Context: an optimization exercise on an open-source flow, tuned for small area, a short achievable clock period and few clock cycles. The choices shown serve that exercise and are no tape-out recipe. The RTL was checked by simulation tests, not by an equivalence proof against the original design. Power figures rest on the tool's default switching activity, not on a simulated workload.

<file path="flow/design.v">
`default_nettype none
package ssdc_pkg;
	localparam logic [16:0] K1 = 17'd25990;
	localparam logic [16:0] K2 = 17'd97343;
	localparam logic [16:0] C3_2_14 = 17'd49152;     
	localparam logic [16:0] C15625 = 17'd15625;      
	localparam logic [2:0] S_P = 3'd0, S_T = 3'd1, S_S = 3'd2, S_D1 = 3'd3, S_D2 = 3'd4,
		S_AG = 3'd5;
	localparam logic [3:0] Z_D1 = 4'd0, Z_D2 = 4'd1, Z_R1 = 4'd2, Z_R2 = 4'd3, Z_AG = 4'd4,
		Z_DS = 4'd5, Z_E = 4'd6, Z_FR = 4'd7, Z_ONE = 4'd8, Z_3 = 4'd9, Z_C46 = 4'd10,
		Z_K1 = 4'd11, Z_K2 = 4'd12, Z_MEG = 4'd13, Z_A1 = 4'd14, Z_A2 = 4'd15;
endpackage
`default_nettype wire
`default_nettype none
module ssdc_cfg (
	input  wire logic        clk,
	input  wire logic        arst_n,
	input  wire logic        psel,
	input  wire logic        penable,
	input  wire logic        pwrite,
	input  wire logic [2:0]  paddr,
	input  wire logic [31:0] pwdata,
	output logic      [31:0] prdata,
	output logic             pready,
	output logic      [15:0] restitution_q,
	output logic      [15:0] friction_q
);
	logic wr;
	assign pready = 1'b1;
	assign wr = psel & penable & pwrite;
	always_ff @(posedge clk or negedge arst_n) begin
		if (!arst_n) begin
			restitution_q <= 16'd58982;
			friction_q <= 16'd0;
		end else if (wr) begin
			if (paddr[2]) friction_q <= pwdata[15:0];
			else restitution_q <= pwdata[15:0];
		end
	end
	logic sel_q;
	always_ff @(posedge clk) sel_q <= paddr[2];
	assign prdata = sel_q ? {16'd0, friction_q} : {16'd0, restitution_q};
endmodule
`default_nettype wire
`default_nettype none
module ssdc_unit (
	input  wire logic         clk,
	input  wire logic         arst_n,
	input  wire logic         start,
	input  wire logic [96:0]  r0,        
	input  wire logic [47:0]  l0,        
	input  wire logic         sat0,      
	input  wire logic [96:0]  dvs_in,    
	input  wire logic         out_ready,
	output logic              busy,
	output logic              out_valid,
	output logic [47:0]       drag,
	output logic              sat
);
	logic        first_q;
	logic [5:0]  cnt_q;
	logic [96:0] r_q;
	logic [47:0] l_q;
	logic [96:0] dvs;
	logic [97:0] rp;
	logic [98:0] diff;
	logic        ge;
	assign rp = first_q ? {1'b0, r_q} : {r_q, l_q[47]};
	assign diff = {1'b0, rp} - {2'b0, dvs};
	assign ge = ~diff[98];
	always_ff @(posedge clk or negedge arst_n) begin
		if (!arst_n) begin
			busy <= 1'b0;
			out_valid <= 1'b0;
			first_q <= 1'b0;
			cnt_q <= '0;
		end else begin
			if (out_valid & out_ready) out_valid <= 1'b0;
			if (start) begin
				busy <= 1'b1;
				first_q <= 1'b1;
				cnt_q <= '0;
			end else if (busy) begin
				if (first_q) begin
					first_q <= 1'b0;
					if (sat | ge) begin
						busy <= 1'b0;
						out_valid <= 1'b1;
					end
				end else begin
					cnt_q <= cnt_q + 1'b1;
					if (cnt_q == 6'd47) begin
						busy <= 1'b0;
						out_valid <= 1'b1;
					end
				end
			end
		end
	end
	always_ff @(posedge clk) begin
		if (start) begin
			r_q <= r0;
			l_q <= l0;
			sat <= sat0;
			dvs <= dvs_in;
		end else if (busy) begin
			if (first_q) begin
				if (sat | ge) begin
					sat <= 1'b1;
					l_q <= '1;
				end
			end else begin
				r_q <= ge ? diff[96:0] : rp[96:0];
				l_q <= {l_q[46:0], ge};
			end
		end
	end
	assign drag = l_q;
endmodule
module ssdc_csa #(parameter int W = 82) (
	input  wire logic [W-1:0] a,
	input  wire logic [W-1:0] b,
	input  wire logic [W-1:0] c,
	output logic      [W-1:0] s,
	output logic      [W-1:0] co
);
	assign s = a ^ b ^ c;
	assign co = {((a[W-2:0] & b[W-2:0]) | (a[W-2:0] & c[W-2:0]) | (b[W-2:0] & c[W-2:0])), 1'b0};
endmodule
module ssdc_mac (
	input  wire logic [63:0] x,
	input  wire logic [16:0] z,
	input  wire logic [63:0] y,
	output logic      [81:0] ps,
	output logic      [81:0] pc
);
	logic [81:0] r [0:17];
	logic [81:0] l1 [0:11];
	logic [81:0] l2 [0:7];
	logic [81:0] l3 [0:5];
	logic [81:0] l4 [0:3];
	logic [81:0] l5 [0:2];
	genvar k;
	generate
		for (k = 0; k < 17; k++) begin : g_pp
			assign r[k] = {18'd0, x & {64{z[k]}}} << k;
		end
	endgenerate
	assign r[17] = {18'd0, y};
	generate
		for (k = 0; k < 6; k++) begin : g_l1
			ssdc_csa u (.a(r[3*k]), .b(r[3*k+1]), .c(r[3*k+2]), .s(l1[2*k]), .co(l1[2*k+1]));
		end
		for (k = 0; k < 4; k++) begin : g_l2
			ssdc_csa u (.a(l1[3*k]), .b(l1[3*k+1]), .c(l1[3*k+2]), .s(l2[2*k]), .co(l2[2*k+1]));
		end
		for (k = 0; k < 2; k++) begin : g_l3
			ssdc_csa u (.a(l2[3*k]), .b(l2[3*k+1]), .c(l2[3*k+2]), .s(l3[2*k]), .co(l3[2*k+1]));
		end
		for (k = 0; k < 2; k++) begin : g_l4
			ssdc_csa u (.a(l3[3*k]), .b(l3[3*k+1]), .c(l3[3*k+2]), .s(l4[2*k]), .co(l4[2*k+1]));
		end
	endgenerate
	assign l3[4] = l2[6];
	assign l3[5] = l2[7];
	ssdc_csa u_l5 (.a(l4[0]), .b(l4[1]), .c(l4[2]), .s(l5[0]), .co(l5[1]));
	assign l5[2] = l4[3];
	ssdc_csa u_l6 (.a(l5[0]), .b(l5[1]), .c(l5[2]), .s(ps), .co(pc));
endmodule
module ssdc_dec (
	input  wire logic [4:0] u,
	output logic            dst,       
	output logic [1:0]      dbase,
	output logic [1:0]      len,       
	output logic [2:0]      src,
	output logic [1:0]      sbase,
	output logic [2:0]      slen,      
	output logic            sh,
	output logic            acc,
	output logic [3:0]      z
);
	always_comb begin
		dst = 1'b0; dbase = 2'd0; len = 2'd0; src = ssdc_pkg::S_P; sbase = 2'd0;
		slen = 3'd1; sh = 1'b0; acc = 1'b0; z = ssdc_pkg::Z_ONE;
		unique case (u)
			5'd0:  begin dst = 1'b1; dbase = 2'd0; len = 2'd0; src = ssdc_pkg::S_S;  sbase = 2'd0; slen = 3'd1; z = ssdc_pkg::Z_3; end
			5'd1:  begin dst = 1'b0; dbase = 2'd2; len = 2'd0; src = ssdc_pkg::S_D1; sbase = 2'd0; slen = 3'd1; z = ssdc_pkg::Z_D1; end
			5'd2:  begin dst = 1'b1; dbase = 2'd2; len = 2'd0; src = ssdc_pkg::S_D2; sbase = 2'd0; slen = 3'd1; z = ssdc_pkg::Z_D2; end
			5'd3:  begin dst = 1'b1; dbase = 2'd0; len = 2'd0; src = ssdc_pkg::S_T;  sbase = 2'd0; slen = 3'd1; z = ssdc_pkg::Z_D1; end
			5'd4:  begin dst = 1'b0; dbase = 2'd2; len = 2'd0; src = ssdc_pkg::S_P;  sbase = 2'd2; slen = 3'd1; z = ssdc_pkg::Z_D1; end
			5'd5:  begin dst = 1'b1; dbase = 2'd2; len = 2'd0; src = ssdc_pkg::S_T;  sbase = 2'd2; slen = 3'd1; z = ssdc_pkg::Z_D2; end
			5'd6:  begin dst = 1'b1; dbase = 2'd0; len = 2'd1; src = ssdc_pkg::S_T;  sbase = 2'd0; slen = 3'd1; z = ssdc_pkg::Z_D2; end
			5'd7:  begin dst = 1'b1; dbase = 2'd2; len = 2'd0; src = ssdc_pkg::S_T;  sbase = 2'd2; slen = 3'd1; z = ssdc_pkg::Z_R2; end
			5'd8:  begin dst = 1'b1; dbase = 2'd0; len = 2'd1; src = ssdc_pkg::S_AG; sbase = 2'd0; slen = 3'd1; acc = 1'b1; z = ssdc_pkg::Z_DS; end
			5'd9:  begin dst = 1'b0; dbase = 2'd2; len = 2'd1; src = ssdc_pkg::S_P;  sbase = 2'd2; slen = 3'd1; z = ssdc_pkg::Z_R1; end
			5'd10: begin dst = 1'b0; dbase = 2'd0; len = 2'd1; src = ssdc_pkg::S_T;  sbase = 2'd0; slen = 3'd2; sh = 1'b1; z = ssdc_pkg::Z_C46; end
			5'd11: begin dst = 1'b1; dbase = 2'd0; len = 2'd1; src = ssdc_pkg::S_T;  sbase = 2'd0; slen = 3'd2; z = ssdc_pkg::Z_FR; end
			5'd12: begin dst = 1'b0; dbase = 2'd2; len = 2'd1; src = ssdc_pkg::S_T;  sbase = 2'd2; slen = 3'd1; acc = 1'b1; z = ssdc_pkg::Z_ONE; end
			5'd13: begin dst = 1'b1; dbase = 2'd0; len = 2'd1; src = ssdc_pkg::S_T;  sbase = 2'd0; slen = 3'd2; z = ssdc_pkg::Z_K1; end
			5'd14: begin dst = 1'b0; dbase = 2'd2; len = 2'd1; src = ssdc_pkg::S_P;  sbase = 2'd2; slen = 3'd2; z = ssdc_pkg::Z_AG; end
			5'd15: begin dst = 1'b1; dbase = 2'd0; len = 2'd1; src = ssdc_pkg::S_T;  sbase = 2'd0; slen = 3'd2; z = ssdc_pkg::Z_K2; end
			5'd16: begin dst = 1'b0; dbase = 2'd2; len = 2'd1; src = ssdc_pkg::S_P;  sbase = 2'd2; slen = 3'd2; z = ssdc_pkg::Z_AG; end
			5'd17: begin dst = 1'b0; dbase = 2'd0; len = 2'd1; src = ssdc_pkg::S_T;  sbase = 2'd0; slen = 3'd2; acc = 1'b1; z = ssdc_pkg::Z_ONE; end
			5'd18: begin dst = 1'b0; dbase = 2'd0; len = 2'd2; src = ssdc_pkg::S_P;  sbase = 2'd0; slen = 3'd2; z = ssdc_pkg::Z_E; end
			5'd19: begin dst = 1'b0; dbase = 2'd0; len = 2'd2; src = ssdc_pkg::S_P;  sbase = 2'd0; slen = 3'd3; z = ssdc_pkg::Z_MEG; end
			5'd20: begin dst = 1'b0; dbase = 2'd0; len = 2'd2; src = ssdc_pkg::S_P;  sbase = 2'd0; slen = 3'd3; z = ssdc_pkg::Z_A1; end
			5'd21: begin dst = 1'b0; dbase = 2'd0; len = 2'd2; src = ssdc_pkg::S_P;  sbase = 2'd0; slen = 3'd3; z = ssdc_pkg::Z_A2; end
			5'd22: begin dst = 1'b0; dbase = 2'd0; len = 2'd3; src = ssdc_pkg::S_P;  sbase = 2'd0; slen = 3'd3; z = ssdc_pkg::Z_R1; end
			5'd23: begin dst = 1'b0; dbase = 2'd0; len = 2'd3; src = ssdc_pkg::S_P;  sbase = 2'd0; slen = 3'd4; z = ssdc_pkg::Z_R2; end
			5'd24: begin dst = 1'b0; dbase = 2'd0; len = 2'd3; src = ssdc_pkg::S_P;  sbase = 2'd0; slen = 3'd4; z = ssdc_pkg::Z_DS; end
			default: ;
		endcase
	end
endmodule
`default_nettype wire
`default_nettype none
module solid_solid_drag_coefficient (
	input  wire logic        clk,
	input  wire logic        arst_n,
	input  wire logic        psel,
	input  wire logic        penable,
	input  wire logic        pwrite,
	input  wire logic [2:0]  paddr,
	input  wire logic [31:0] pwdata,
	output logic      [31:0] prdata,
	output logic             pready,
	input  wire logic        in_valid,
	output logic             in_ready,
	input  wire logic [15:0] alpha_gas,
	input  wire logic [15:0] alpha_first,
	input  wire logic [15:0] alpha_second,
	input  wire logic [15:0] diameter_first,
	input  wire logic [15:0] diameter_second,
	input  wire logic [15:0] density_first,
	input  wire logic [15:0] density_second,
	input  wire logic [15:0] phase_alpha,
	input  wire logic [15:0] phase_diameter,
	input  wire logic        phase_is_solid,
	input  wire logic        last_phase,
	output logic             out_valid,
	input  wire logic        out_ready,
	output logic      [47:0] drag_coeff,
	output logic             saturated
);
	logic [15:0] restitution_q, friction_q;
	ssdc_cfg u_cfg (
		.clk(clk), .arst_n(arst_n), .psel(psel), .penable(penable), .pwrite(pwrite),
		.paddr(paddr), .pwdata(pwdata), .prdata(prdata), .pready(pready),
		.restitution_q(restitution_q), .friction_q(friction_q)
	);
	localparam logic [1:0] PU_IDLE = 2'd0, PU_DIV = 2'd1, PU_ACC = 2'd2, PU_FIN = 2'd3;
	logic [1:0]  pu_q;
	logic [39:0] sum_q;
	logic        fault_q;
	logic        plast_q;
	logic [4:0]  pcnt_q;
	logic [15:0] prem_q, pdv_q;
	logic [17:0] p3d_q;
	logic [31:0] pdq_q;
	logic        accept;
	logic        s_done;           
	logic [17:0] pr4;
	logic [18:0] pt1, pt2, pt3;
	logic [1:0]  pqd;
	logic [15:0] prn;
	logic [40:0] sum_next;
	logic [15:0] ag_f, a1_f, a2_f, d1_f, d2_f, r1_f, r2_f;
	assign in_ready = (pu_q == PU_IDLE);
	assign accept = in_valid & in_ready;
	assign pr4 = {prem_q, pdq_q[31:30]};
	assign pt1 = {1'b0, pr4} - {3'b0, pdv_q};
	assign pt2 = {1'b0, pr4} - {2'b0, pdv_q, 1'b0};
	assign pt3 = {1'b0, pr4} - {1'b0, p3d_q};
	always_comb begin
		if (~pt3[18]) begin
			pqd = 2'd3; prn = pt3[15:0];
		end else if (~pt2[18]) begin
			pqd = 2'd2; prn = pt2[15:0];
		end else if (~pt1[18]) begin
			pqd = 2'd1; prn = pt1[15:0];
		end else begin
			pqd = 2'd0; prn = pr4[15:0];
		end
	end
	assign sum_next = {1'b0, sum_q} + {9'd0, pdq_q};
	always_ff @(posedge clk or negedge arst_n) begin
		if (!arst_n) begin
			pu_q <= PU_IDLE;
			sum_q <= '0;
			fault_q <= 1'b0;
			plast_q <= 1'b0;
			pcnt_q <= '0;
		end else begin
			unique case (pu_q)
				PU_IDLE: begin
					if (accept) begin
						plast_q <= last_phase;
						pcnt_q <= '0;
						if (phase_is_solid & (phase_diameter != 16'd0)) begin
							pu_q <= PU_DIV;
						end else begin
							if (phase_is_solid) fault_q <= 1'b1;
							if (last_phase) pu_q <= PU_FIN;
						end
					end
				end
				PU_DIV: begin
					pcnt_q <= pcnt_q + 1'b1;
					if (pcnt_q == 5'd16) pu_q <= PU_ACC;
				end
				PU_ACC: begin
					if (sum_next[40]) begin
						sum_q <= '1;
						fault_q <= 1'b1;
					end else begin
						sum_q <= sum_next[39:0];
					end
					pu_q <= plast_q ? PU_FIN : PU_IDLE;
				end
				PU_FIN: begin
					if (s_done) begin
						sum_q <= '0;
						fault_q <= 1'b0;
						pu_q <= PU_IDLE;
					end
				end
				default: pu_q <= PU_IDLE;
			endcase
		end
	end
	always_ff @(posedge clk) begin
		if (accept) begin
			prem_q <= '0;
			pdq_q <= {phase_alpha, 16'd0};
			pdv_q <= phase_diameter;
			ag_f <= alpha_gas;
			a1_f <= alpha_first;
			a2_f <= alpha_second;
			d1_f <= diameter_first;
			d2_f <= diameter_second;
			r1_f <= density_first;
			r2_f <= density_second;
		end else if (pu_q == PU_DIV) begin
			if (pcnt_q == 5'd0) begin
				p3d_q <= {1'b0, pdv_q, 1'b0} + {2'b0, pdv_q};
			end else begin
				prem_q <= prn;
				pdq_q <= {pdq_q[29:0], pqd};
			end
		end
	end
	localparam logic [1:0] MU_IDLE = 2'd0, MU_RUN = 2'd1, MU_BUB = 2'd2, MU_WDIV = 2'd3;
	logic [1:0]  mu_q;
	logic [4:0]  u_q;
	logic [1:0]  i_q;
	logic        kf_q;
	logic [15:0] ag_b, a1_b, a2_b, d1_b, d2_b, r1_b, r2_b;
	logic [16:0] dsum_b;
	logic [63:0] p_q [0:3];
	logic [63:0] t_q [0:2];
	logic [96:0] dnx_q;         
	logic        dsat_q;
	logic        issue;
	logic        mu_take;
	logic        div_free, m_end;
	logic        dv_busy, dv_valid;
	logic        ml1_q, ml2_q;        
	logic [4:0]  u_n;
	logic [1:0]  i_n;
	logic        n_dst, n_sh, n_acc;
	logic [1:0]  n_dbase, n_len, n_sbase;
	logic [2:0]  n_src, n_slen;
	logic [3:0]  n_z;
	logic        u_dst, u_acc, u_sh, xvalid, last_word, u_first;
	logic [2:0]  u_src;
	logic [1:0]  pidx, tidx, u_waddr;
	logic [3:0]  u_z;
	logic [63:0] prd, trd, xr, xw, yw;
	logic [31:0] hi_q;
	logic [16:0] zv;
	ssdc_dec u_dec (
		.u(u_n), .dst(n_dst), .dbase(n_dbase), .len(n_len), .src(n_src), .sbase(n_sbase),
		.slen(n_slen), .sh(n_sh), .acc(n_acc), .z(n_z)
	);
	always_comb begin
		u_n = u_q;
		i_n = i_q;
		if (mu_take) begin
			u_n = '0;
			i_n = '0;
		end else if (issue) begin
			if (last_word) begin
				u_n = u_q + 1'b1;
				i_n = '0;
			end else begin
				i_n = i_q + 1'b1;
			end
		end
	end
	always_ff @(posedge clk) begin
		u_dst <= n_dst;
		u_acc <= n_acc;
		u_sh <= n_sh;
		u_src <= n_src;
		u_z <= n_z;
		xvalid <= ({1'b0, i_n} < n_slen);
		last_word <= (i_n == n_len);
		u_first <= (i_n == 2'd0);
		pidx <= (n_src == ssdc_pkg::S_P) ? (n_sbase + i_n) : (n_dbase + i_n);
		tidx <= (n_src == ssdc_pkg::S_T) ? (n_sbase + i_n) : (n_dbase + i_n);
		u_waddr <= n_dbase + i_n;
	end
	assign prd = p_q[pidx];
	assign trd = t_q[tidx];
	always_comb begin
		unique case (u_src)
			ssdc_pkg::S_P:  xr = prd;
			ssdc_pkg::S_T:  xr = trd;
			ssdc_pkg::S_S:  xr = {24'd0, sum_q};
			ssdc_pkg::S_D1: xr = {48'd0, d1_b};
			ssdc_pkg::S_D2: xr = {48'd0, d2_b};
			ssdc_pkg::S_AG: xr = {32'd0, ag_b, 16'd0};
			default: xr = '0;
		endcase
	end
	assign xw = ~xvalid ? 64'd0 : u_sh ? {xr[31:0], (u_first ? 32'd0 : hi_q)} : xr;
	assign yw = u_acc ? (u_dst ? trd : prd) : 64'd0;
	always_comb begin
		unique case (u_z)
			ssdc_pkg::Z_D1:  zv = {1'b0, d1_b};
			ssdc_pkg::Z_D2:  zv = {1'b0, d2_b};
			ssdc_pkg::Z_R1:  zv = {1'b0, r1_b};
			ssdc_pkg::Z_R2:  zv = {1'b0, r2_b};
			ssdc_pkg::Z_AG:  zv = {1'b0, ag_b};
			ssdc_pkg::Z_DS:  zv = dsum_b;
			ssdc_pkg::Z_E:   zv = {1'b1, restitution_q};
			ssdc_pkg::Z_FR:  zv = {1'b0, friction_q};
			ssdc_pkg::Z_ONE: zv = 17'd1;
			ssdc_pkg::Z_3:   zv = 17'd3;
			ssdc_pkg::Z_C46: zv = ssdc_pkg::C3_2_14;
			ssdc_pkg::Z_K1:  zv = ssdc_pkg::K1;
			ssdc_pkg::Z_K2:  zv = ssdc_pkg::K2;
			ssdc_pkg::Z_MEG: zv = ssdc_pkg::C15625;
			ssdc_pkg::Z_A1:  zv = {1'b0, a1_b};
			ssdc_pkg::Z_A2:  zv = {1'b0, a2_b};
			default: zv = '0;
		endcase
	end
	assign issue = (mu_q == MU_RUN);
	assign s_done = issue & (u_q == 5'd0) & last_word;
	assign div_free = ~dv_busy & ~dv_valid;
	assign m_end = issue & (u_q == 5'd24) & last_word;
	assign mu_take = (pu_q == PU_FIN) & ((mu_q == MU_IDLE) | m_end);
	always_ff @(posedge clk or negedge arst_n) begin
		if (!arst_n) begin
			mu_q <= MU_IDLE;
			u_q <= '0;
			i_q <= '0;
		end else begin
			u_q <= u_n;
			i_q <= i_n;
			if (mu_take) begin
				mu_q <= MU_RUN;
			end else begin
				unique case (mu_q)
					MU_RUN: begin
						if (last_word) begin
							if (u_q == 5'd17) mu_q <= MU_BUB;
							else if ((u_q == 5'd23) & ~div_free) mu_q <= MU_WDIV;
							else if (u_q == 5'd24) mu_q <= MU_IDLE;
						end
					end
					MU_BUB:  mu_q <= MU_RUN;
					MU_WDIV: if (div_free) mu_q <= MU_RUN;
					default: mu_q <= MU_IDLE;
				endcase
			end
		end
	end
	logic        v1_q, v2_q;
	logic        f1_q, f2_q;        
	logic        w1_q, w2_q;        
	logic [1:0]  a1_q, a2_q;        
	logic [63:0] x1_q, y1_q;
	logic [16:0] z1_q;
	logic [81:0] s2_q, c2_q;
	logic [17:0] cin_q;
	logic [81:0] ps, pc;
	logic [81:0] wsum;
	always_ff @(posedge clk or negedge arst_n) begin
		if (!arst_n) begin
			v1_q <= 1'b0;
			v2_q <= 1'b0;
			ml1_q <= 1'b0;
			ml2_q <= 1'b0;
		end else begin
			v1_q <= issue;
			v2_q <= v1_q;
			ml1_q <= m_end;
			ml2_q <= ml1_q;
		end
	end
	always_ff @(posedge clk) begin
		if (mu_take) begin
			ag_b <= ag_f;
			a1_b <= a1_f;
			a2_b <= a2_f;
			d1_b <= d1_f;
			d2_b <= d2_f;
			r1_b <= r1_f;
			r2_b <= r2_f;
			dsum_b <= {1'b0, d1_f} + {1'b0, d2_f};
			kf_q <= fault_q;
		end
		hi_q <= xr[63:32];
		x1_q <= xw;
		y1_q <= yw;
		z1_q <= zv;
		f1_q <= u_first;
		w1_q <= u_dst;
		a1_q <= u_waddr;
		s2_q <= ps;
		c2_q <= pc;
		f2_q <= f1_q;
		w2_q <= w1_q;
		a2_q <= a1_q;
		cin_q <= wsum[81:64];
		if (issue & (u_q == 5'd18) & u_first) begin
			dnx_q <= {p_q[3][32:0], p_q[2]};
			dsat_q <= kf_q;
		end
	end
	ssdc_mac u_mac (.x(x1_q), .z(z1_q), .y(y1_q), .ps(ps), .pc(pc));
	assign wsum = s2_q + c2_q + {64'd0, (f2_q ? 18'd0 : cin_q)};
	genvar gw;
	generate
		for (gw = 0; gw < 4; gw++) begin : g_p
			always_ff @(posedge clk) begin
				if (v2_q & ~w2_q & (a2_q == gw)) p_q[gw] <= wsum[63:0];
			end
		end
		for (gw = 0; gw < 3; gw++) begin : g_t
			always_ff @(posedge clk) begin
				if (v2_q & w2_q & (a2_q == gw)) t_q[gw] <= wsum[63:0];
			end
		end
	endgenerate
	logic [255:0] mv;
	assign mv = {wsum[63:0], p_q[2], p_q[1], p_q[0]};
	ssdc_unit u_div (
		.clk(clk), .arst_n(arst_n), .start(ml2_q),
		.r0(mv[218:122]), .l0(mv[121:74]), .sat0(dsat_q | (|mv[255:219])),
		.dvs_in(dnx_q), .out_ready(out_ready),
		.busy(dv_busy), .out_valid(dv_valid), .drag(drag_coeff), .sat(saturated)
	);
	assign out_valid = dv_valid;
endmodule
`default_nettype wire
</file>
<file path="flow/constraint.sdc">
create_clock -name core_clock -period 10.0 [get_ports {clk}]
set_input_delay 2.0000 -clock core_clock [delete_from_list [all_inputs] [get_ports {clk}]]
set_output_delay 2.0000 -clock core_clock [all_outputs]
set_load 0.01 [all_outputs]
</file>
<file path="flow/run.sh">
#!/bin/bash
# synth_recipe.tcl (not shown) runs the flow's synth.tcl, then flattens the netlist and writes it again
# the make line also repeats each setting of config.mk as NAME=value (left out here)
make -C /OpenROAD-flow-scripts/flow DESIGN_CONFIG=/design/flow/config.mk WORK_HOME=/design/flow/orfs CLKGATE_MAP_FILE= SYNTH_SCRIPT=/design/flow/synth_recipe.tcl finish
</file>
<file path="flow/config.mk">
export PLATFORM = sky130hd
export DESIGN_NAME = solid_solid_drag_coefficient
export DESIGN_NICKNAME = solid_solid_drag_coefficient
export VERILOG_FILES = /design/flow/design.v
export SDC_FILE = /design/flow/constraint.sdc
export NUM_CORES = 4
export LEC_CHECK = 0
export CAP_MARGIN = 20
export CORE_MARGIN = 2
export CORE_UTILIZATION = 55
export SETUP_SLACK_MARGIN = 5
export SLEW_MARGIN = 20
</file>
==> results of run 1 <==
==> final cells by class <==
cell class                      instances  area, um^2  area share
Tap cell                             2526        3160      0.0264
Timing Repair Buffer                  441        4530      0.0378
Sequential cell                      1598       43400       0.362
Clock buffer                          220        4610      0.0384
Antenna cell                            7        17.5    0.000146
Multi-Input combinational cell       6425       57900       0.483
Inverter                             1343        5050      0.0421
Clock inverter                         94        1170     0.00974
==> layer usage <==
metal | up-vias | share of wire | track usage
met5 | - | 0.000041 | 0
met4 | 2 | 0.042 | 0.123
met3 | 474 | 0.073 | 0.0489
met2 | 2894 | 0.46 | 0.504
met1 | 38000 | 0.43 | 0.458
li1 | 33100 | - | -
==> cells in the final DEF, fill, tap and decap left out, drive strengths merged, types with 24 or more instances in the layout <==
cell,n
a211oi,79
a21boi,33
a21o,113
a21oi,489
a22o,36
a22oi,107
a31oi,64
and2,868
and3,24
buf,191
clkbuf,233
clkdlybuf4s50,235
clkinv,62
dfrtp,94
dfxtp,414
edfxtp,1081
fa,1016
ha,457
inv,1346
mux2,148
mux2i,72
mux4,65
nand2,897
nand2b,45
nand3,58
nand4,68
nor2,440
nor2b,131
nor3,77
o211ai,29
o21a,70
o21ai,408
o21bai,44
o22ai,31
xnor2,169
xor2,98
==> report_power, final <==
part	total (mW)	switching, mW	internal, mW
registers	7.86	0.375	7.48
clock network	6.54	2.82	3.72
logic	2.58	1.49	1.10
total	17.0	4.68	12.3
==> worst max-delay path by stage <==
| stage | startpoint | to | cells after the start |
|---|---|---|---|
| finish | f2_q | u_div.sat | 17 |
| global route | f2_q | u_div.sat | 16 |
| CTS | f2_q | u_div.sat | 19 |
| detailed placement | u_div.first_q | u_div.r_q[96] | 17 |
| global placement | u_div.first_q | u_div.r_q[54] | 17 |
| floorplan | u_q[0] | xvalid | 18 |
==> flip-flops by register name (all words and copies together), names as in the netlist, 17 cells and up <==
register and cells:
hi_q 32, cin_q 18, p_q 256, s2_q 81, t_q 192, sum_q 40
u_div.r_q 97, dnx_q 97, p3d_q 18, c2_q 80, dsum_b 17, u_div.dvs 97
u_div.l_q 48, z1_q 17, pdq_q 32, y1_q 64, x1_q 64
==> kinds of logic after synthesis <==
family	share of synthesized area
mux	0.0360
fa+ha+maj	0.244
other cells	0.0000703
xor+xnor	0.0219
flops	0.405
buf+inv	0.0661
simple gates	0.125
compound gates	0.101
==> critical path: stages, from the launching register on <==
cell	delay, ps
dfxtp_4	420
buf_8	160
nor2b_4	50
fa_1	510
ha_4	300
o21ai_2	50
o21ai_1	170
o221ai_2	140
or3_4	430
a41o_4	340
o31ai_4	380
buf_6	180
a211oi_2	80
xnor2_2	160
a211o_1	280
or3_4	340
nor4_4	260
nand4b_1	620
==> repair_timing <==
item                                    CTS  global route
endpoints found under the setup margin  210           151
resized for setup                       170           110
pin swaps                                57            34
setup buffers                            45            28
hold endpoints to repair                  0             0
cloned                                    8            14
==> qor.yml, run 1 <==
placed_design:
  dpl_cell_area_um2: 111000
  dp_hpwl_um: 233000
  portBuffers: 236
  gp_congestion: 0.934
  place_ws_ps: 3300
  placed_cells: 12200
final_layout:
  stdcell_area_um2: 120000
  fin_nets: 11600
  drive_gt1_frac: 0.0946
  area.growth.synth_to_final_pct: 12.1
  final_cells: 12700
  finish.utilization: 0.622
  fill_cells: 15700
logic_synthesis:
  ys_seq_area_frac: 0.405
  yosysTopAreaCellShare: 0.304
  synthArstFlopShare: 0.0645
  netlist_top_cells_area: "edfxtp_1 30%, fa_1 19%, dfxtp_1 7.8%"
  synth_flop_cell: "edfxtp_1"
  ys_types: 103
  synth_edf_count: 1081
  synth_cells: 9861
  yosys_warnings: 16
  yosys.area.top_type: "edfxtp_1"
  synth_commonest_cells: "1338 x inv_1, 1081 x edfxtp_1, 1016 x fa_1, 897 x nand2_1, 865 x and2_1"
  synth-seq-cells: 1598
  synth.most_common_cell: "inv_1"
  syn_area_per_cell_um2: 10.8
  syn_area_um2: 107000
worst_setup_path:
  end_kind: "flop"
  worstPathArrival_ps: 5750
  cp.required_ps: 10350
  worstSetupPathType: "flop to flop"
  r2r-end: "u_div.sat"
  r2r_slack_ps: 4610
  cp-start-kind: "flop"
  r2r_cells: 17
  r2r_start: "f2_q"
  crit_fanout: 7
floorplanning:
  start_util: 0.554
  die_h_um: 445
  ioPinCount: 272
  rows: 161
  coreArea_um2: 193000
  dieArea_um2: 198000
  die_w_um: 445
sta:
  timing.hold.ws_ps: 322
  slew_headroom: 0.146
  max_freq_ghz: 0.185
  hold_viol: 0
  period_needed_ps: 5390
  finalSetupTns_ps: 0
  worstMarginPinSlew_ps: 1270
  rsz0062_at_grt: "true"
  finalSetupViolCount: 0
  postLayoutSetupSlackWorst_ps: 4610
  skew_ps: 101
  finalMaxSlewViolations: 0
  finalCritPeriodShare: 0.539
worst_hold_path:
  min_delay_path_depth: 0
  holdPathEnd: "a2_q[0]"
  hold_path.class: "flop to flop"
  min_from: "a1_q[0]"
clock_network:
  ctsHoldBuffers: 0
  htreeDepth: 4
  cts_buffer_depth: 3
  clockRootBuffer: "clkbuf_16"
  cts_tree: "done"
  clock_sinks: 1598
  path_clk_slew_ps: 60
  tritoncts.num_buffers: 173
  clkLatencyLatePin_ps: 860
grt:
  grt_pass1_wl_um: 478000
  antenna_found_initial: 12
  grt_util_all_layers: 0.323
  grt_start_max_net_pins: 105
  grt_pass1_vias: 75800
  grt_overflow_total: 0
power_and_ir_drop:
  powerDensity_nw_per_um2: 142
  power.total_mw: 17.0
  p_leak_nw: 49.2
  peakVddDrop_uv: 184
job:
  maxCapViolations: 0
route:
  drtIter0Drc: 6734
  ant_nets: 0
  drc: 0
  drt-total-wl_um: 320000
  avgRoutedWirePerCell_um: 25.3
  via_count: 74400
  via_per_inst: 5.88
  drtPass1Iterations: 6
status:
  status: "finished clean"
Testbench counts, summed over its fixed seeds: cycles 19,366.
==> run 2: changes to the inputs <==
--- a/flow/design.v
+++ b/flow/design.v
@@ -37,9 +37,9 @@
 			else restitution_q <= pwdata[15:0];
 		end
 	end
-	logic sel_q;
-	always_ff @(posedge clk) sel_q <= paddr[2];
-	assign prdata = sel_q ? {16'd0, friction_q} : {16'd0, restitution_q};
+	logic [15:0] rd_q;
+	always_ff @(posedge clk) rd_q <= paddr[2] ? friction_q : restitution_q;
+	assign prdata = {16'd0, rd_q};
 endmodule
 `default_nettype wire
 `default_nettype none
@@ -47,8 +47,8 @@
 	input  wire logic         clk,
 	input  wire logic         arst_n,
 	input  wire logic         start,
-	input  wire logic [96:0]  r0,        
-	input  wire logic [47:0]  l0,        
+	input  wire logic [95:0]  r0,        
+	input  wire logic [48:0]  l0,        
 	input  wire logic         sat0,      
 	input  wire logic [96:0]  dvs_in,    
 	input  wire logic         out_ready,
@@ -57,65 +57,58 @@
 	output logic [47:0]       drag,
 	output logic              sat
 );
-	logic        first_q;
 	logic [5:0]  cnt_q;
 	logic [96:0] r_q;
-	logic [47:0] l_q;
+	logic [48:0] l_q;
+	logic        sat_q;
 	logic [96:0] dvs;
 	logic [97:0] rp;
 	logic [98:0] diff;
 	logic        ge;
-	assign rp = first_q ? {1'b0, r_q} : {r_q, l_q[47]};
+	logic        fin;
+	logic        satf;
+	assign rp = {r_q, l_q[48]};
 	assign diff = {1'b0, rp} - {2'b0, dvs};
 	assign ge = ~diff[98];
+	assign fin = (cnt_q == 6'd48);
+	assign satf = sat_q | l_q[47];       
 	always_ff @(posedge clk or negedge arst_n) begin
 		if (!arst_n) begin
 			busy <= 1'b0;
 			out_valid <= 1'b0;
-			first_q <= 1'b0;
 			cnt_q <= '0;
 		end else begin
 			if (out_valid & out_ready) out_valid <= 1'b0;
 			if (start) begin
 				busy <= 1'b1;
-				first_q <= 1'b1;
 				cnt_q <= '0;
 			end else if (busy) begin
-				if (first_q) begin
-					first_q <= 1'b0;
-					if (sat | ge) begin
-						busy <= 1'b0;
-						out_valid <= 1'b1;
-					end
-				end else begin
-					cnt_q <= cnt_q + 1'b1;
-					if (cnt_q == 6'd47) begin
-						busy <= 1'b0;
-						out_valid <= 1'b1;
-					end
+				cnt_q <= cnt_q + 1'b1;
+				if (fin) begin
+					busy <= 1'b0;
+					out_valid <= 1'b1;
 				end
 			end
 		end
 	end
 	always_ff @(posedge clk) begin
 		if (start) begin
-			r_q <= r0;
+			r_q <= {1'b0, r0};
 			l_q <= l0;
-			sat <= sat0;
+			sat_q <= sat0;
 			dvs <= dvs_in;
 		end else if (busy) begin
-			if (first_q) begin
-				if (sat | ge) begin
-					sat <= 1'b1;
-					l_q <= '1;
-				end
+			r_q <= ge ? diff[96:0] : rp[96:0];
+			if (fin) begin
+				sat_q <= satf;
+				l_q <= satf ? '1 : {l_q[47:0], ge};
 			end else begin
-				r_q <= ge ? diff[96:0] : rp[96:0];
-				l_q <= {l_q[46:0], ge};
+				l_q <= {l_q[47:0], ge};
 			end
 		end
 	end
-	assign drag = l_q;
+	assign drag = l_q[47:0];
+	assign sat = sat_q;
 endmodule
 module ssdc_csa #(parameter int W = 82) (
 	input  wire logic [W-1:0] a,
@@ -265,8 +258,9 @@
 	logic [15:0] prn;
 	logic [40:0] sum_next;
 	logic [15:0] ag_f, a1_f, a2_f, d1_f, d2_f, r1_f, r2_f;
-	assign in_ready = (pu_q == PU_IDLE);
-	assign accept = in_valid & in_ready;
+	logic        rdy_q;
+	assign in_ready = rdy_q;
+	assign accept = in_valid & rdy_q;
 	assign pr4 = {prem_q, pdq_q[31:30]};
 	assign pt1 = {1'b0, pr4} - {3'b0, pdv_q};
 	assign pt2 = {1'b0, pr4} - {2'b0, pdv_q, 1'b0};
@@ -283,6 +277,26 @@
 		end
 	end
 	assign sum_next = {1'b0, sum_q} + {9'd0, pdq_q};
+	logic [1:0]  pu_n;
+	always_comb begin
+		pu_n = pu_q;
+		unique case (pu_q)
+			PU_IDLE: begin
+				if (accept) begin
+					if (phase_is_solid & (phase_diameter != 16'd0)) pu_n = PU_DIV;
+					else if (last_phase) pu_n = PU_FIN;
+				end
+			end
+			PU_DIV:  if (pcnt_q == 5'd16) pu_n = PU_ACC;
+			PU_ACC:  pu_n = plast_q ? PU_FIN : PU_IDLE;
+			PU_FIN:  if (s_done) pu_n = PU_IDLE;
+			default: pu_n = PU_IDLE;
+		endcase
+	end
+	always_ff @(posedge clk or negedge arst_n) begin
+		if (!arst_n) rdy_q <= 1'b1;
+		else rdy_q <= (pu_n == PU_IDLE);
+	end
 	always_ff @(posedge clk or negedge arst_n) begin
 		if (!arst_n) begin
 			pu_q <= PU_IDLE;
@@ -378,10 +392,18 @@
 	logic [63:0] prd, trd, xr, xw, yw;
 	logic [31:0] hi_q;
 	logic [16:0] zv;
+	logic        c_dst, c_sh, c_acc;
+	logic [1:0]  c_dbase, c_len, c_sbase;
+	logic [2:0]  c_slen;
+	logic [3:0]  c_z;
+	logic [4:0]  u_nx;
+	logic        adv;
+	assign u_nx = u_q + 1'b1;
 	ssdc_dec u_dec (
-		.u(u_n), .dst(n_dst), .dbase(n_dbase), .len(n_len), .src(n_src), .sbase(n_sbase),
+		.u(u_nx), .dst(n_dst), .dbase(n_dbase), .len(n_len), .src(n_src), .sbase(n_sbase),
 		.slen(n_slen), .sh(n_sh), .acc(n_acc), .z(n_z)
 	);
+	assign adv = issue & last_word;
 	always_comb begin
 		u_n = u_q;
 		i_n = i_q;
@@ -390,7 +412,7 @@
 			i_n = '0;
 		end else if (issue) begin
 			if (last_word) begin
-				u_n = u_q + 1'b1;
+				u_n = u_nx;
 				i_n = '0;
 			end else begin
 				i_n = i_q + 1'b1;
@@ -398,18 +420,34 @@
 		end
 	end
 	always_ff @(posedge clk) begin
-		u_dst <= n_dst;
-		u_acc <= n_acc;
-		u_sh <= n_sh;
-		u_src <= n_src;
-		u_z <= n_z;
-		xvalid <= ({1'b0, i_n} < n_slen);
-		last_word <= (i_n == n_len);
-		u_first <= (i_n == 2'd0);
-		pidx <= (n_src == ssdc_pkg::S_P) ? (n_sbase + i_n) : (n_dbase + i_n);
-		tidx <= (n_src == ssdc_pkg::S_T) ? (n_sbase + i_n) : (n_dbase + i_n);
-		u_waddr <= n_dbase + i_n;
+		if (mu_take) begin
+			c_dst <= 1'b1; c_dbase <= 2'd0; c_len <= 2'd0; u_src <= ssdc_pkg::S_S;
+			c_sbase <= 2'd0; c_slen <= 3'd1; u_sh <= 1'b0; u_acc <= 1'b0; u_z <= ssdc_pkg::Z_3;
+			xvalid <= 1'b1;
+			last_word <= 1'b1;
+			u_first <= 1'b1;
+			pidx <= 2'd0;
+			tidx <= 2'd0;
+			u_waddr <= 2'd0;
+		end else if (adv) begin
+			c_dst <= n_dst; c_dbase <= n_dbase; c_len <= n_len; u_src <= n_src;
+			c_sbase <= n_sbase; c_slen <= n_slen; u_sh <= n_sh; u_acc <= n_acc; u_z <= n_z;
+			xvalid <= 1'b1;
+			last_word <= (n_len == 2'd0);
+			u_first <= 1'b1;
+			pidx <= (n_src == ssdc_pkg::S_P) ? n_sbase : n_dbase;
+			tidx <= (n_src == ssdc_pkg::S_T) ? n_sbase : n_dbase;
+			u_waddr <= n_dbase;
+		end else if (issue) begin
+			xvalid <= ({1'b0, i_q} + 3'd1 < c_slen);
+			last_word <= (i_q + 2'd1 == c_len);
+			u_first <= 1'b0;
+			pidx <= pidx + 1'b1;
+			tidx <= tidx + 1'b1;
+			u_waddr <= u_waddr + 1'b1;
+		end
 	end
+	assign u_dst = c_dst;
 	assign prd = p_q[pidx];
 	assign trd = t_q[tidx];
 	always_comb begin
@@ -531,7 +569,9 @@
 		end
 	end
 	ssdc_mac u_mac (.x(x1_q), .z(z1_q), .y(y1_q), .ps(ps), .pc(pc));
-	assign wsum = s2_q + c2_q + {64'd0, (f2_q ? 18'd0 : cin_q)};
+	logic [81:0] ws, wc;
+	ssdc_csa u_wb (.a(s2_q), .b(c2_q), .c({64'd0, (f2_q ? 18'd0 : cin_q)}), .s(ws), .co(wc));
+	assign wsum = ws + wc;
 	genvar gw;
 	generate
 		for (gw = 0; gw < 4; gw++) begin : g_p
@@ -549,7 +589,7 @@
 	assign mv = {wsum[63:0], p_q[2], p_q[1], p_q[0]};
 	ssdc_unit u_div (
 		.clk(clk), .arst_n(arst_n), .start(ml2_q),
-		.r0(mv[218:122]), .l0(mv[121:74]), .sat0(dsat_q | (|mv[255:219])),
+		.r0(mv[218:123]), .l0(mv[122:74]), .sat0(dsat_q | (|mv[255:219])),
 		.dvs_in(dnx_q), .out_ready(out_ready),
 		.busy(dv_busy), .out_valid(dv_valid), .drag(drag_coeff), .sat(saturated)
 	);
==> run 2 against run 1 <==
  * Still clean on timing, DRC and antenna
  * Sequential share of layout area rose by 0.86 points
  * Design area fell by 1.2%
  * Largest cell class unchanged
  * Global-route usage is 0.64 points higher
  * Register-to-register slack better by 60 ps
==> qor.yml, run 2 <==
grt:
  use_met1: 0.471  # +0.0125
  use_met2: 0.513  # +0.00932
  grt_start_max_net_pins: 97  # -7.6%
  grt_overflow_total: 0  # unchanged
  globalRouteMet3Util: 0.0559  # +0.00698
  grt_util_all_layers: 0.329  # +0.00636
  grt-busiest-layer: "met2"
  antenna_found_initial: 18  # +6
  grt_pass1_wl_um: 486000  # +1.6%
  grt_pass1_vias: 75700  # -0.11%
final_layout:
  area.growth.synth_to_final_pct: 10.6
  fin_nets: 11700  # +0.39%
  layout_common_cells: "1368 x inv_1, 1081 x edfxtp_1, 1015 x fa_1"
  drive_gt1_frac: 0.0719  # -0.0226
  fill_cells: 16100  # +2.2%
  regMostFlops: "p_q"
  final_common_cell: "inv_1"
  largest_register_ffs: 256  # unchanged
  reg_top3: "p_q x256, t_q x192"
floorplanning:
  dieArea_um2: 198000  # about the same
  die_w_um: 445  # about the same
  rows: 161  # unchanged
  die_h_um: 445  # about the same
  ioPinCount: 272  # unchanged
  start_util: 0.554  # about the same
  coreArea_um2: 193000  # +0.10%
clock_network:
  tritoncts.num_buffers: 172  # -0.58%
  cts_tree: "done"
  clkLatencyLatePin_ps: 830  # -30 ps
  path_clk_slew_ps: 60  # about the same
  htreeDepth: 4  # unchanged
  cts_buffer_depth: 3  # unchanged
  clock_sinks: 1621  # +1.4%
  clockRootBuffer: "clkbuf_16"
logic_synthesis:
  synth.most_common_cell: "inv_1"
  synth.mux.area_fraction: 0.0184  # -0.0177
  synth_xor_area_frac: 0.0214  # -0.000512
  synth_edf_count: 1081  # unchanged
  yosys.area_share.simple: 0.125  # -0.000307
  synth_top_family_by_area: "adder cells"
  synth-seq-cells: 1621  # +1.4%
  synth_cells: 9966  # +1.1%
  synth_commonest_cells: "1371 x inv_1, 1081 x edfxtp_1, 1016 x fa_1, 898 x and2_1, 872 x nand2_1"
  yosys.area.top_type: "edfxtp_1"
  ys_types: 95  # -7.8%
  netlist_top_cells_area: "edfxtp_1 30%, fa_1 19%, dfxtp_1 8.2%"
  synthArstFlopShare: 0.0635  # -0.000915
  ys_seq_area_frac: 0.409  # +0.00393
  syn_area_um2: 107000  # about the same
  synth-compound-area-share: 0.111  # +0.00990
  yosys_warnings: 13  # -3
  synthAdderAreaFrac: 0.244  # +0.000585
  syn_area_per_cell_um2: 10.7  # -0.96%
  synth_flop_cell: "edfxtp_1"
  yosysTopAreaCellShare: 0.303  # about the same
route:
  drt-total-wl_um: 325000  # +1.6%
  avgRoutedWirePerCell_um: 25.6  # +1.2%
  ant_nets: 0  # unchanged
  drtPass1Iterations: 9  # +3
  via_per_inst: 5.91  # +0.40%
  drtIter0Drc: 7927  # +18%
  via_count: 75000  # +0.78%
  drc: 0  # unchanged
job:
  maxCapViolations: 0  # unchanged
worst_setup_path:
  worstSetupPathType: "flop to flop"
  crit_fanout: 8  # +1
  worstPathArrival_ps: 5890  # +140 ps
  end_kind: "flop"
  crit_top_cell: "buf_4"
  path_cells: "buf_4 > nand2b_1 > fa_1 > inv_1 > ha_4 > a21o_1 > a21o_1 > a2111oi_4 > o211ai_4 > a21oi_4 > buf_4 > o21ai_1 > a21bo_2 > xor2_1 > buf_4 > or3_1 > or4_4 > nor4_4 > nor2_1"
  cp.required_ps: 10550  # +200 ps
  slowest_delay_ps: 530  # -90 ps
  cpMaxStageDelayCell: "nor4_4"
  cp-start-kind: "flop"
  r2r_slack_ps: 4660  # +60 ps
power_and_ir_drop:
  power.total_mw: 16.8  # -1.2%
  p_switching_mw: 4.51  # -3.6%
  peakVddDrop_uv: 214  # +16%
  p_comb_frac: 0.144  # -0.008
  seqPwrFrac: 0.467  # +0.004
  internal-power_mw: 12.3  # -0.25%
  netSwitchingFraction: 0.269  # -0.00671
  p_leak_nw: 49.1  # -0.35%
  clkPwrFrac: 0.388  # +0.003
  powerDensity_nw_per_um2: 142  # about the same
sta:
  timing.hold.ws_ps: 334  # +11.2 ps
  worstMarginPinSlew_ps: 1280  # +13.2 ps
  rsz0062_at_grt: "true"
  max_freq_ghz: 0.187  # +1.1%
  finalSetupTns_ps: 0  # unchanged
  period_needed_ps: 5340  # -57.1 ps
  finalCritPeriodShare: 0.534  # -0.00571
  hold_viol: 0  # unchanged
  finalMaxSlewViolations: 0  # unchanged
  finalSetupViolCount: 0  # unchanged
  slew_headroom: 0.124  # -0.0219
  skew_ps: 32.8  # -68.2 ps
worst_hold_path:
  hold_path.class: "flop to flop"
status:
  status: "finished clean"
placed_design:
  gp_congestion: 0.960  # +2.7%
  portBuffers: 236  # unchanged
  dp_hpwl_um: 240000  # +3.2%
[run 2: cell count changes after synthesis, sizes merged, moves of 20 or more]
cell | before | now
nor2b | 131 | 75
o22a | 11 | 61
buf | 81 | 121
mux2 | 148 | 104
a221oi | 14 | 40
and2 | 868 | 899
inv | 1339 | 1373
a22o | 36 | 16
dfxtp | 414 | 437
mux4 | 65 | 1
a222oi | 8 | 79
a211oi | 79 | 55
o21a | 70 | 47
nand2 | 897 | 872
[run 2: stage by stage]
step / setup slack, ps / utilization / instance area [um^2] / std cells
after global routing: 4620 / 0.613 / 118000 / 12700
final: 4660 / 0.613 / 118000 / 12700
after global placement: 3470 / 0.578 / 112000 / 12300
after floorplan: 5320 / - / 107000 / 9981
after detailed placement: 3430 / 0.578 / 112000 / 12300
after CTS: 4820 / 0.610 / 118000 / 12700
[run 2: final timing paths]
path | start | to | depth (start not counted)
hold reg to reg | a1_q[1] | a2_q[1] | 0
max in group asynchronous | arst_n | ml2_q | 2
setup / recovery | f2_q | u_div.sat_q | 19
min in group asynchronous | arst_n | u_cfg.friction_q[4] | 1
setup reg to reg | f2_q | u_div.sat_q | 19
hold / removal | a1_q[1] | a2_q[1] | 0
[run 2: final cells by class]
cell class | count | area [um^2] | area share
sequential | 1621 | 43900 | 0.371
inverter | 1374 | 5170 | 0.0437
timing repair buffer | 423 | 3820 | 0.0323
tap | 2526 | 3160 | 0.0267
clock inverter | 84 | 882 | 0.00745
antenna | 10 | 25.0 | 0.000211
clock buffer | 236 | 4820 | 0.0408
multi-input combinational | 6428 | 56600 | 0.478
[run 2: critical path: cells and delay by family, from the launching register on]
| kind | cells | cell delay, ps |
|---|---|---|
| and+or+nand+nor | 5 | 1580 |
| AOI/OAI and AO/OA | 7 | 1560 |
| adders and majority gates | 2 | 740 |
| buffers and inverters | 4 | 650 |
| DFF | 1 | 370 |
| xor gates and xnor gates | 1 | 160 |
[run 2: metal layers]
metal / part of all wire / up-vias
li1: - / 33400
met1: 0.43 / 38100
met2: 0.46 / 3123
met3: 0.077 / 468
met4: 0.035 / 12
met5: 0.00023 / -
[run 2: cells by family after synthesis]
| logic type | Yosys count |
|---|---|
| simple gates | 2679 |
| buf+inv | 1932 |
| compound gates | 1809 |
| flops | 1621 |
| fa+ha+maj | 1480 |
| xor+xnor | 261 |
| mux | 182 |
| other cells | 2 |
[run 2: repair_timing]
action,CTS,global route
pin swaps,23,40
hold buffers,0,0
cloned,0,0
gates resized for setup,54,68
setup buffers,14,28
setup endpoints to repair,112,145
[run 2: power groups by stage]
stage / Clock (mW) / Combinational [mW] / Sequential, mW
2_1_floorplan: 0 / 1.78 / 7.80
5_1_grt: 6.85 / 2.72 / 7.87
6_report: 6.52 / 2.42 / 7.84
4_1_cts: 6.60 / 2.41 / 7.84
3_5_place_dp: 0 / 2.40 / 7.98
3_3_place_gp: 0 / 2.35 / 7.97
Testbench counts of run 2, summed over its fixed seeds: cycles 19,370.
==> run 3: changes to the inputs <==
--- a/flow/design.v
+++ b/flow/design.v
@@ -127,38 +127,66 @@
 	output logic      [81:0] ps,
 	output logic      [81:0] pc
 );
-	logic [81:0] r [0:17];
-	logic [81:0] l1 [0:11];
-	logic [81:0] l2 [0:7];
-	logic [81:0] l3 [0:5];
-	logic [81:0] l4 [0:3];
-	logic [81:0] l5 [0:2];
+	localparam logic [81:0] CSIGN = 82'h2aaac0000000000000000;
+	logic [18:0] zz;
+	logic [81:0] r [0:10];
+	logic [8:0]  neg;
+	assign zz = {2'b00, z};
 	genvar k;
 	generate
-		for (k = 0; k < 17; k++) begin : g_pp
-			assign r[k] = {18'd0, x & {64{z[k]}}} << k;
+		for (k = 0; k < 9; k++) begin : g_pp
+			logic b2, b1, b0, one, two;
+			logic [64:0] m;
+			logic [65:0] bb;
+			logic [81:0] row;
+			assign b2 = zz[2*k+1];
+			assign b1 = zz[2*k];
+			if (k == 0) begin : g_b0
+				assign b0 = 1'b0;
+			end else begin : g_bk
+				assign b0 = zz[2*k-1];
+			end
+			assign neg[k] = b2 & ~(b1 & b0);
+			assign one = b1 ^ b0;
+			assign two = (b2 & ~b1 & ~b0) | (~b2 & b1 & b0);
+			assign m = ({65{one}} & {1'b0, x}) | ({65{two}} & {x, 1'b0});
+			assign bb = {1'b0, m} ^ {66{neg[k]}};
+			assign row = {15'd0, ~neg[k], bb} << (2 * k);
+			if (k == 0) begin : g_r0
+				assign r[k] = row;
+			end else begin : g_rk
+				assign r[k] = row | ({81'd0, neg[k-1]} << (2 * k - 2));
+			end
 		end
 	endgenerate
-	assign r[17] = {18'd0, y};
+	assign r[9] = {18'd0, y};
+	assign r[10] = CSIGN;
+	logic [81:0] l1 [0:7];
+	logic [81:0] l2 [0:5];
+	logic [81:0] l3 [0:3];
+	logic [81:0] l4 [0:2];
 	generate
-		for (k = 0; k < 6; k++) begin : g_l1
+		for (k = 0; k < 3; k++) begin : g_l1
 			ssdc_csa u (.a(r[3*k]), .b(r[3*k+1]), .c(r[3*k+2]), .s(l1[2*k]), .co(l1[2*k+1]));
 		end
-		for (k = 0; k < 4; k++) begin : g_l2
+	endgenerate
+	assign l1[6] = r[9];
+	assign l1[7] = r[10];
+	generate
+		for (k = 0; k < 2; k++) begin : g_l2
 			ssdc_csa u (.a(l1[3*k]), .b(l1[3*k+1]), .c(l1[3*k+2]), .s(l2[2*k]), .co(l2[2*k+1]));
 		end
+	endgenerate
+	assign l2[4] = l1[6];
+	assign l2[5] = l1[7];
+	generate
 		for (k = 0; k < 2; k++) begin : g_l3
 			ssdc_csa u (.a(l2[3*k]), .b(l2[3*k+1]), .c(l2[3*k+2]), .s(l3[2*k]), .co(l3[2*k+1]));
 		end
-		for (k = 0; k < 2; k++) begin : g_l4
-			ssdc_csa u (.a(l3[3*k]), .b(l3[3*k+1]), .c(l3[3*k+2]), .s(l4[2*k]), .co(l4[2*k+1]));
-		end
 	endgenerate
-	assign l3[4] = l2[6];
-	assign l3[5] = l2[7];
-	ssdc_csa u_l5 (.a(l4[0]), .b(l4[1]), .c(l4[2]), .s(l5[0]), .co(l5[1]));
-	assign l5[2] = l4[3];
-	ssdc_csa u_l6 (.a(l5[0]), .b(l5[1]), .c(l5[2]), .s(ps), .co(pc));
+	ssdc_csa u_l4 (.a(l3[0]), .b(l3[1]), .c(l3[2]), .s(l4[0]), .co(l4[1]));
+	assign l4[2] = l3[3];
+	ssdc_csa u_l5 (.a(l4[0]), .b(l4[1]), .c(l4[2]), .s(ps), .co(pc));
 endmodule
 module ssdc_dec (
 	input  wire logic [4:0] u,
@@ -192,8 +220,8 @@
 			5'd13: begin dst = 1'b1; dbase = 2'd0; len = 2'd1; src = ssdc_pkg::S_T;  sbase = 2'd0; slen = 3'd2; z = ssdc_pkg::Z_K1; end
 			5'd14: begin dst = 1'b0; dbase = 2'd2; len = 2'd1; src = ssdc_pkg::S_P;  sbase = 2'd2; slen = 3'd2; z = ssdc_pkg::Z_AG; end
 			5'd15: begin dst = 1'b1; dbase = 2'd0; len = 2'd1; src = ssdc_pkg::S_T;  sbase = 2'd0; slen = 3'd2; z = ssdc_pkg::Z_K2; end
-			5'd16: begin dst = 1'b0; dbase = 2'd2; len = 2'd1; src = ssdc_pkg::S_P;  sbase = 2'd2; slen = 3'd2; z = ssdc_pkg::Z_AG; end
-			5'd17: begin dst = 1'b0; dbase = 2'd0; len = 2'd1; src = ssdc_pkg::S_T;  sbase = 2'd0; slen = 3'd2; acc = 1'b1; z = ssdc_pkg::Z_ONE; end
+			5'd16: begin dst = 1'b0; dbase = 2'd0; len = 2'd1; src = ssdc_pkg::S_T;  sbase = 2'd0; slen = 3'd2; acc = 1'b1; z = ssdc_pkg::Z_ONE; end
+			5'd17: begin dst = 1'b1; dbase = 2'd0; len = 2'd1; src = ssdc_pkg::S_P;  sbase = 2'd2; slen = 3'd2; z = ssdc_pkg::Z_AG; end
 			5'd18: begin dst = 1'b0; dbase = 2'd0; len = 2'd2; src = ssdc_pkg::S_P;  sbase = 2'd0; slen = 3'd2; z = ssdc_pkg::Z_E; end
 			5'd19: begin dst = 1'b0; dbase = 2'd0; len = 2'd2; src = ssdc_pkg::S_P;  sbase = 2'd0; slen = 3'd3; z = ssdc_pkg::Z_MEG; end
 			5'd20: begin dst = 1'b0; dbase = 2'd0; len = 2'd2; src = ssdc_pkg::S_P;  sbase = 2'd0; slen = 3'd3; z = ssdc_pkg::Z_A1; end
@@ -343,7 +371,7 @@
 		end
 	end
 	always_ff @(posedge clk) begin
-		if (accept) begin
+		if (rdy_q) begin
 			prem_q <= '0;
 			pdq_q <= {phase_alpha, 16'd0};
 			pdv_q <= phase_diameter;
@@ -363,7 +391,7 @@
 			end
 		end
 	end
-	localparam logic [1:0] MU_IDLE = 2'd0, MU_RUN = 2'd1, MU_BUB = 2'd2, MU_WDIV = 2'd3;
+	localparam logic [1:0] MU_IDLE = 2'd0, MU_RUN = 2'd1, MU_BUB = 2'd2, MU_PEND = 2'd3;
 	logic [1:0]  mu_q;
 	logic [4:0]  u_q;
 	logic [1:0]  i_q;
@@ -372,13 +400,14 @@
 	logic [16:0] dsum_b;
 	logic [63:0] p_q [0:3];
 	logic [63:0] t_q [0:2];
-	logic [96:0] dnx_q;         
 	logic        dsat_q;
+	logic        dv_go, pend_ok;
+	logic [1:0]  pend_q;
 	logic        issue;
 	logic        mu_take;
 	logic        div_free, m_end;
 	logic        dv_busy, dv_valid;
-	logic        ml1_q, ml2_q;        
+	logic        ml1_q, ml2_q, ml3_q;   
 	logic [4:0]  u_n;
 	logic [1:0]  i_n;
 	logic        n_dst, n_sh, n_acc;
@@ -488,7 +517,9 @@
 	assign s_done = issue & (u_q == 5'd0) & last_word;
 	assign div_free = ~dv_busy & ~dv_valid;
 	assign m_end = issue & (u_q == 5'd24) & last_word;
-	assign mu_take = (pu_q == PU_FIN) & ((mu_q == MU_IDLE) | m_end);
+	assign pend_ok = (mu_q == MU_PEND) & (pend_q == 2'd0) & div_free;
+	assign dv_go = ml3_q | pend_ok;
+	assign mu_take = (pu_q == PU_FIN) & ((mu_q == MU_IDLE) | (m_end & div_free) | pend_ok);
 	always_ff @(posedge clk or negedge arst_n) begin
 		if (!arst_n) begin
 			mu_q <= MU_IDLE;
@@ -503,13 +534,12 @@
 				unique case (mu_q)
 					MU_RUN: begin
 						if (last_word) begin
-							if (u_q == 5'd17) mu_q <= MU_BUB;
-							else if ((u_q == 5'd23) & ~div_free) mu_q <= MU_WDIV;
-							else if (u_q == 5'd24) mu_q <= MU_IDLE;
+							if (u_q == 5'd15) mu_q <= MU_BUB;
+							else if (u_q == 5'd24) mu_q <= div_free ? MU_IDLE : MU_PEND;
 						end
 					end
 					MU_BUB:  mu_q <= MU_RUN;
-					MU_WDIV: if (div_free) mu_q <= MU_RUN;
+					MU_PEND: if (pend_ok) mu_q <= MU_IDLE;
 					default: mu_q <= MU_IDLE;
 				endcase
 			end
@@ -531,11 +561,15 @@
 			v2_q <= 1'b0;
 			ml1_q <= 1'b0;
 			ml2_q <= 1'b0;
+			ml3_q <= 1'b0;
+			pend_q <= '0;
 		end else begin
 			v1_q <= issue;
 			v2_q <= v1_q;
-			ml1_q <= m_end;
+			ml1_q <= m_end & div_free;
 			ml2_q <= ml1_q;
+			ml3_q <= ml2_q;
+			pend_q <= m_end ? 2'd3 : (pend_q != 2'd0) ? pend_q - 2'd1 : 2'd0;
 		end
 	end
 	always_ff @(posedge clk) begin
@@ -563,10 +597,7 @@
 		w2_q <= w1_q;
 		a2_q <= a1_q;
 		cin_q <= wsum[81:64];
-		if (issue & (u_q == 5'd18) & u_first) begin
-			dnx_q <= {p_q[3][32:0], p_q[2]};
-			dsat_q <= kf_q;
-		end
+		if (m_end) dsat_q <= kf_q;
 	end
 	ssdc_mac u_mac (.x(x1_q), .z(z1_q), .y(y1_q), .ps(ps), .pc(pc));
 	logic [81:0] ws, wc;
@@ -586,11 +617,11 @@
 		end
 	endgenerate
 	logic [255:0] mv;
-	assign mv = {wsum[63:0], p_q[2], p_q[1], p_q[0]};
+	assign mv = {p_q[3], p_q[2], p_q[1], p_q[0]};
 	ssdc_unit u_div (
-		.clk(clk), .arst_n(arst_n), .start(ml2_q),
+		.clk(clk), .arst_n(arst_n), .start(dv_go),
 		.r0(mv[218:123]), .l0(mv[122:74]), .sat0(dsat_q | (|mv[255:219])),
-		.dvs_in(dnx_q), .out_ready(out_ready),
+		.dvs_in({t_q[1][32:0], t_q[0]}), .out_ready(out_ready),
 		.busy(dv_busy), .out_valid(dv_valid), .drag(drag_coeff), .sat(saturated)
 	);
 	assign out_valid = dv_valid;
==> run 3 against run 2 <==
  * Fmax up 7.5%
  * First-iteration DRC count up 13%
  * Non-clock buffer count down 31
  * Register-to-register slack better by 370 ps
  * Sequential power down 2.8%
  * Largest power group unchanged
  * Utilization down 0.33 points
  * Synthesized cell count down 7.5%
  * Via count down 1.9%
  * Count of clock-buffer cells in the layout down 14
  * Critical endpoint is now p_q[2][61]
  * Clock power down 3.2%
  * Flip-flop and latch count down 93
  * Largest cell class unchanged
  * Area after synthesis down 9.4%
==> qor.yml, run 3 <==
status:
  status: "finished clean"
floorplanning:
  rows: 154  # -4.3%
  coreArea_um2: 176000  # -8.9%
  dieArea_um2: 180000  # -9.3%
  die_h_um: 424  # -4.8%
  ioPinCount: 272  # unchanged
  die_w_um: 424  # -4.8%
  start_util: 0.552  # -0.00255
clock_network:
  path_clk_slew_ps: 60  # about the same
  clkLatencyLatePin_ps: 840  # about the same
  clock_sinks: 1528  # -5.7%
  cts_buffer_depth: 3  # unchanged
  clockRootBuffer: "clkbuf_16"
  ctsHoldBuffers: 0  # unchanged
  cts_tree: "done"
  tritoncts.num_buffers: 165  # -4.1%
  htreeDepth: 4  # unchanged
logic_synthesis:
  synth_flop_cell: "edfxtp_1"
  netlist_top_cells_area: "edfxtp_1 30%, fa_1 11%, dfxtp_1 9.0%"
  syn_area_per_cell_um2: 10.5  # -2.0%
  synth.most_common_cell: "edfxtp_1"
  synth-seq-cells: 1528  # -5.7%
  synth_edf_count: 984  # -9.0%
  ys_seq_area_frac: 0.423  # +0.0132
  yosys.area.top_type: "edfxtp_1"
  yosysTopAreaCellShare: 0.305  # +0.00130
  syn_area_um2: 97000  # -9.4%
  synth_commonest_cells: "984 x edfxtp_1, 748 x nand2_1, 746 x inv_1, 610 x a22oi_1, 538 x fa_1"
  ys_types: 91  # -4.2%
  synth_cells: 9215  # -7.5%
  yosys_warnings: 12  # -1
  synthArstFlopShare: 0.0694  # +0.00583
placed_design:
  dp_hpwl_um: 235000  # -2.1%
  gp_congestion: 1.00  # +4.2%
  portBuffers: 236  # unchanged
  dpl_cell_area_um2: 101000  # -9.6%
power_and_ir_drop:
  internal-power_mw: 12.0  # -2.3%
  seqPwrFrac: 0.457  # -0.010
  p_leak_nw: 43.0  # -12%
  powerDensity_nw_per_um2: 156  # +9.8%
  clkPwrFrac: 0.378  # -0.010
  netSwitchingFraction: 0.282  # +0.0131
  peakVddDrop_uv: 252  # +18%
  p_comb_frac: 0.165  # +0.021
  p_switching_mw: 4.71  # +4.3%
worst_setup_path:
  cp_top_family: "simple AND/OR/NAND/NOR gates"
  cp.depth: 15  # -4
  r2r_cells: 15  # -4
  worstPathArrival_ps: 5540  # -350 ps
  cp.required_ps: 10580  # +30 ps
  path_cells: "nand2b_1 > fa_1 > inv_1 > ha_1 > nand4_1 > nor3_4 > o311ai_4 > buf_4 > a21bo_2 > a21oi_2 > o2111ai_2 > a211oi_2 > buf_4 > or2_2 > xor2_2"
  critPathBufInv: 3  # -1
  slowest_delay_ps: 610  # +80 ps
  crit_fanout: 18  # +10
  cp-start-kind: "flop"
  crit_top_cell: "buf_4"
  worstSetupPathType: "flop to flop"
  end_kind: "flop"
  cpMaxStageDelayCell: "fa_1"
final_layout:
  area.growth.synth_to_final_pct: 10.5  # about the same
  largest_register_ffs: 256  # unchanged
  drive_gt1_frac: 0.0723  # +0.000421
  reg_top3: "p_q x256, t_q x192"
  regMostFlops: "p_q"
  fin_nets: 10300  # -12%
  stdcell_area_um2: 107000  # -9.4%
  fill_cells: 14600  # -9.2%
  final_common_cell: "edfxtp_1"
  layout_common_cells: "984 x edfxtp_1, 747 x nand2_1, 743 x inv_1"
grt:
  grt_util_all_layers: 0.355  # +0.0261
  grt_overflow_total: 0  # unchanged
  antenna_found_initial: 12  # -6
  grt_pass1_vias: 72000  # -5.0%
  grt_start_max_net_pins: 98  # +1.0%
  grt_pass1_wl_um: 474000  # -2.3%
sta:
  worstMarginPinSlew_ps: 1290  # +9.80 ps
  finalMaxSlewViolations: 0  # unchanged
  skew_ps: 31.1  # -1.63 ps
  hold_viol: 0  # unchanged
  max_freq_ghz: 0.201  # +7.5%
  rsz0062_at_grt: "true"
  period_needed_ps: 4960  # -374 ps
  finalSetupViolCount: 0  # unchanged
  finalSetupTns_ps: 0  # unchanged
  finalCritPeriodShare: 0.496  # -0.0374
  slew_headroom: 0.130  # +0.00646
job:
  maxCapViolations: 0  # unchanged
route:
  avgRoutedWirePerCell_um: 28.1  # +10%
  drtIter0Drc: 8942  # +13%
  ant_nets: 0  # unchanged
  via_per_inst: 6.36  # +7.7%
  drt-total-wl_um: 326000  # +0.17%
  drtPass1Iterations: 9  # unchanged
  drc: 0  # unchanged
  via_count: 73600  # -1.9%
worst_hold_path:
  min_delay_path_depth: 0  # unchanged
  hold_path.class: "flop to flop"
[run 3: layout make-up]
class | instances | area (um^2) | area share
antenna | 5 | 12.5 | 0.000117
clock buffer | 222 | 4600 | 0.0429
clock inverter | 83 | 936 | 0.00873
inverter | 751 | 2840 | 0.0265
multi-input combinational | 6246 | 51200 | 0.478
sequential | 1528 | 41000 | 0.383
tap | 2340 | 2930 | 0.0273
timing repair buffer | 392 | 3660 | 0.0342
[run 3: per-stage QoR]
step           instances  hold slack [ps]  total power [mW]  utilization  setup slack (ps)
6_report           11600              326              16.7        0.610              5040
5_1_grt            11600              339              17.4        0.610              4980
4_1_cts            11500              328              16.7        0.607              4990
3_5_place_dp       11200              314              10.5        0.574              3400
3_3_place_gp       11200              312              10.4        0.574              3480
2_1_floorplan       9230              310              9.61            -              5250
[run 3: metal layers]
metal | GRT usage | routed length, um | vias to the layer above
met5 | 0 | 26 | -
met4 | 0.156 | 16600 | 4
met3 | 0.0676 | 28700 | 644
met2 | 0.558 | 149000 | 3682
met1 | 0.480 | 131000 | 36800
li1 | - | - | 32400
[run 3: repair_timing]
action / CTS / global route
pin swaps: 6 / 14
gates cloned: 1 / 3
resized for setup: 55 / 44
buffers inserted: 3 / 14
endpoints found under the setup margin: 462 / 254
[run 3: logic make-up (layout without fill, tap and decap cells)]
logic type / after synthesis / count (layout) / synth area share
AO/OA/AOI/OAI: 2412 / 2412 / 0.169
XOR/XNOR: 758 / 758 / 0.0685
adder cells (fa/ha/maj): 1042 / 1042 / 0.176
buffers and inverters: 1458 / 1448 / 0.0592
flip-flops: 1528 / 1528 / 0.423
multiplexers: 160 / 160 / 0.0175
other: 2 / 22 / 0.0000774
AND/OR/NAND/NOR: 1855 / 1857 / 0.0869
[run 3: final timing paths]
kind | startpoint | endpoint | slack, ps
min in group asynchronous | arst_n | u_div.out_valid | 1250
worst min-delay path | a1_q[1] | a2_q[1] | 330
worst max-delay path | f2_q | p_q[2][61] | 5040
max in group asynchronous | arst_n | u_cfg.restitution_q[4] | 7370
worst max register to register | f2_q | p_q[2][61] | 5040
worst min register to register | a1_q[1] | a2_q[1] | 330
[run 3: power by group through the flow]
stage	registers, mW	logic [mW]	clock network [mW]
2_1_floorplan	7.61	2.00	0
3_3_place_gp	7.74	2.65	0
3_5_place_dp	7.75	2.71	0
4_1_cts	7.61	2.74	6.37
5_1_grt	7.66	3.08	6.63
6_report	7.62	2.75	6.31
Testbench counts of run 3, summed over its fixed seeds: cycles 18,867.

-- port drivers added, routing unchanged --
The results above use ideal ports. As a check the final layouts listed here were re-extracted and re-timed, cells and wires unchanged. Step 1: set_driving_cell puts a clkbuf_16 on clk and a buf_2 on each other input, an assumption about the parent block. Step 2 moves the port delays by t, midway between the first and last clock arrival at a register: inputs arrive t later, outputs are due t later. That takes back most of the time a late clock gives input paths. a / b / c = no drivers / after step 1 / after step 2; a / b = the first two.
run	t, ns	setup slack, ns	worst hold slack (ns)	worst slew at a driven data input, ns	pins driven straight from the clock port
run 1	0.909	4.606 / 4.606 / 4.606	0.322 / 0.322 / 0.322	0.08	1
run 2	0.919	4.663 / 4.663 / 4.607	0.334 / 0.334 / 0.334	0.10	1
run 3	0.923	5.037 / 5.037 / 5.037	0.326 / 0.326 / 0.326	0.09	1
After both steps setup and hold are still met in every run listed. The setup slack of run 2, which loses most, moves by 0.000 ns with the drivers and by -0.056 ns with both steps.
